This is an optimization exercise on Yosys and OpenROAD, whose aim is small area, a short achievable clock period and few clock cycles, not a production implementation. RTL that was checked went through simulation tests only; none was proved equivalent to the original. Power figures rest on the tool's default switching activity, not on a simulated workload.

==> flow/design.v (excerpt) <==
module plot_command_stream_parser_core (
  input  logic                                  clk,
  input  logic                                  rst,
  input  logic                                  psel,
  input  logic                                  penable,
  input  logic                                  pwrite,
  input  logic [pcsp_pkg::PADDR_BITS-1:0]        paddr,
  input  logic [pcsp_pkg::PDATA_BITS-1:0]        pwdata,
  output logic [pcsp_pkg::PDATA_BITS-1:0]        prdata,
  output logic                                  pready,
  input  logic                                  in_valid,
  output logic                                  in_stall,
  input  logic [7:0]                            ch,
  output logic                                  out_valid,
  input  logic                                  out_stall,
  output logic [1:0]                            event_res,
  output logic [pcsp_pkg::COORD_BITS-1:0]        x_from,
  output logic [pcsp_pkg::COORD_BITS-1:0]        y_from,
  output logic [pcsp_pkg::COORD_BITS-1:0]        x_to,
  ...
==> module plot_command_stream_parser_core, before the edit <==
module plot_command_stream_parser_core (
  input  logic                                  clk,
  input  logic                                  rst,
  input  logic                                  psel,
  input  logic                                  penable,
  input  logic                                  pwrite,
  input  logic [pcsp_pkg::PADDR_BITS-1:0]        paddr,
  input  logic [pcsp_pkg::PDATA_BITS-1:0]        pwdata,
  output logic [pcsp_pkg::PDATA_BITS-1:0]        prdata,
  output logic                                  pready,
  input  logic                                  in_valid,
  output logic                                  in_stall,
  input  logic [7:0]                            ch,
  output logic                                  out_valid,
  input  logic                                  out_stall,
  output logic [1:0]                            event_res,
  output logic [pcsp_pkg::COORD_BITS-1:0]        x_from,
  output logic [pcsp_pkg::COORD_BITS-1:0]        y_from,
  output logic [pcsp_pkg::COORD_BITS-1:0]        x_to,
  output logic [pcsp_pkg::COORD_BITS-1:0]        y_to,
  output logic [6:0]                            code_number
);
  pcsp_pkg::pcsp_cfg_t cfg;
  logic       blocked, go, emit, seg, seg_n;
  logic [6:0] dval;
  logic [pcsp_pkg::COORD_BITS-1:0] pos_x_n, pos_y_n, prev_x_n, prev_y_n;
  pcsp_cfg u_cfg (
    .clk     (clk),
    .rst     (rst),
    .psel    (psel),
    .penable (penable),
    .pwrite  (pwrite),
    .paddr   (paddr),
    .pwdata  (pwdata),
    .prdata  (prdata),
    .pready  (pready),
    .cfg     (cfg)
  );
  assign in_stall = blocked;
  logic       a_valid;
  logic [7:0] a_ch;
  assign a_valid = in_valid;
  assign a_ch    = ch;
  logic       b_valid, b_axis;
  logic [3:0] b_cc, a_cc;
  logic       a_digit;
  logic [pcsp_pkg::TERM_BITS-1:0] b_term, a_term;
  logic       last_y;
  logic [3:0] last_dig;
  logic       a_cr;
  assign a_cr  = (a_ch == CH_CR);
  assign a_digit = (a_ch >= CH_0) && (a_ch <= CH_9);
  assign a_cc    = a_digit          ? a_ch[3:0] :
                   (a_ch == CH_LF)  ? C_LF  :
                   (a_ch == CH_X)   ? C_X   :
                   (a_ch == CH_Y)   ? C_Y   :
                   (a_ch == CH_D)   ? C_D   :
                   (a_ch == CH_PCT) ? C_PCT : C_OTHER;
  pcsp_scale u_scale (
    .dig        (a_ch[3:0]),
    .lo         (last_dig),
    .decimals   (last_y ? cfg.y_decimals : cfg.x_decimals),
    .inch_units (cfg.inch_units),
    .term       (a_term)
  );
  always_ff @(posedge clk) begin
    if (rst) begin
      b_valid  <= 1'b0;
      last_y   <= 1'b0;
      last_dig <= '0;
    end else if (!blocked) begin
      b_valid <= a_valid && !a_cr;
      if (a_valid && (a_cc == C_X || a_cc == C_Y)) begin
        last_y   <= (a_cc == C_Y);
        last_dig <= '0;
      end else if (a_valid && a_digit) begin
        last_dig <= a_ch[3:0];
      end
    end
  end
  always_ff @(posedge clk) begin
    if (!blocked) begin
      b_cc   <= a_cc;
      b_term <= a_term;
      b_axis <= last_y;
    end
  end
  assign go = b_valid && !blocked;
  pcsp_parse u_parse (
    .clk      (clk),
    .rst      (rst),
    .go       (go),
    .cc       (b_cc),
    .term     (b_term),
    .axis_y   (b_axis),
    .cfg      (cfg),
    .emit     (emit),
    .seg      (seg),
    .dval     (dval),
    .pos_x_n  (pos_x_n),
    .pos_y_n  (pos_y_n),
    .prev_x_n (prev_x_n),
    .prev_y_n (prev_y_n)
  );
  pcsp_obuf u_obuf (
    .clk       (clk),
    .rst       (rst),
    .emit      (emit),
    .seg       (seg),
    .blocked   (blocked),
    .out_valid (out_valid),
    .out_stall (out_stall),
    .seg_n     (seg_n)
  );
  assign code_number = dval;
  assign event_res   = !seg_n ? EV_SEGMENT : (dval >= 7'd10) ? EV_APERTURE : EV_UNKNOWN;
  assign x_from = ~(prev_x_n | {pcsp_pkg::COORD_BITS{seg_n}});
  assign y_from = ~(prev_y_n | {pcsp_pkg::COORD_BITS{seg_n}});
  assign x_to   = ~(pos_x_n  | {pcsp_pkg::COORD_BITS{seg_n}});
  assign y_to   = ~(pos_y_n  | {pcsp_pkg::COORD_BITS{seg_n}});
endmodule
Settings: LEC_CHECK=0, ABC_AREA=1, CAP_MARGIN=20, CORE_MARGIN=2, CORE_UTILIZATION=55, CTS_BUF_LIST=sky130_fd_sc_hd__clkbuf_8, SLEW_MARGIN=20; clock period 11.0 ns.
standard.sh (not shown) runs the stock make flow with config.mk's settings and CLKGATE_MAP_FILE= SYNTH_SCRIPT=/design/flow/synth_recipe.tcl, a recipe that flattens the netlist after the stock synthesis.
==> flow/flow/run.sh <==
#!/bin/bash
# The standard layout (standard.sh: the standard synthesis, floorplan, placement,
# CTS, routing) with two settings it does not expose: the port buffers are the
# smallest plain buffer, and timing repair aims at a setup slack of
# SETUP_SLACK_MARGIN ns at the design's clock period. make's output goes to
# flow_make.log; each ORFS step keeps its own log under orfs/logs.
set -euo pipefail
export SETUP_SLACK_MARGIN=6.0
export BUFFER_PORTS_ARGS="-buffer_cell sky130_fd_sc_hd__buf_1"
bash standard.sh > flow_make.log 2>&1
The baseline finished with timing, DRC and antenna clean.
Edit:
--- a/flow/design.v
+++ b/flow/design.v
@@ -436,10 +436,20 @@
   );
   assign in_stall = blocked;
   logic       a_valid;
   logic [7:0] a_ch;
-  assign a_valid = in_valid;
-  assign a_ch    = ch;
+  always_ff @(posedge clk) begin
+    if (rst) begin
+      a_valid <= 1'b0;
+    end else if (!blocked) begin
+      a_valid <= in_valid;
+    end
+  end
+  always_ff @(posedge clk) begin
+    if (!blocked) begin
+      a_ch <= ch;
+    end
+  end
   logic       b_valid, b_axis;
   logic [3:0] b_cc, a_cc;
   logic       a_digit;
   logic [pcsp_pkg::TERM_BITS-1:0] b_term, a_term;
What happened: The changed run ran to the end with no violations; via count shrinks slightly; non-clock buffer count falls by 12; power climbs slightly; final area hardly moves; critical path depth does not change; hold slack barely changes; utilization went down by 0.54 points; wire length goes up slightly; setup slack gains 0.081 ns; sequential cell count came out higher by 17; sequential power came out higher by a few percent; synthesized area rises slightly; global-route usage falls by 0.11 points; count of clock-buffer cells in the layout grows by 2.
Testbench counts after the change, summed over its fixed seeds: cycles 24,064.
Function not checked in the first run of this note: the RTL went through the layout flow alone.

## port drivers added, routing unchanged
No port has a modelled driver above. Below, the same layouts with a new extraction and two added sets of constraints. Step 1 assumes that a clkbuf_16 drives the clock port and a buf_2 every other input. Step 2, shift: input delay + t, output delay - t, t = (earliest + latest rising clock arrival at the registers) / 2. This alone moves slack from input paths to output paths. Three values: no drivers, after step 1, after step 2; two values: the first two.
| run | t, ns | slack for setup (ns) | worst slew at a driven data input, ns |
|---|---|---|---|
| the first run | 0.644 | 5.922 / 5.855 / 5.449 | 0.09 |
| the second run | 0.667 | 6.003 / 5.914 / 5.783 | 0.10 |
After both steps setup and hold are still met in every run listed. For the first run, which loses most, drivers alone change the setup slack by -0.067 ns; drivers and shift together by -0.473 ns.
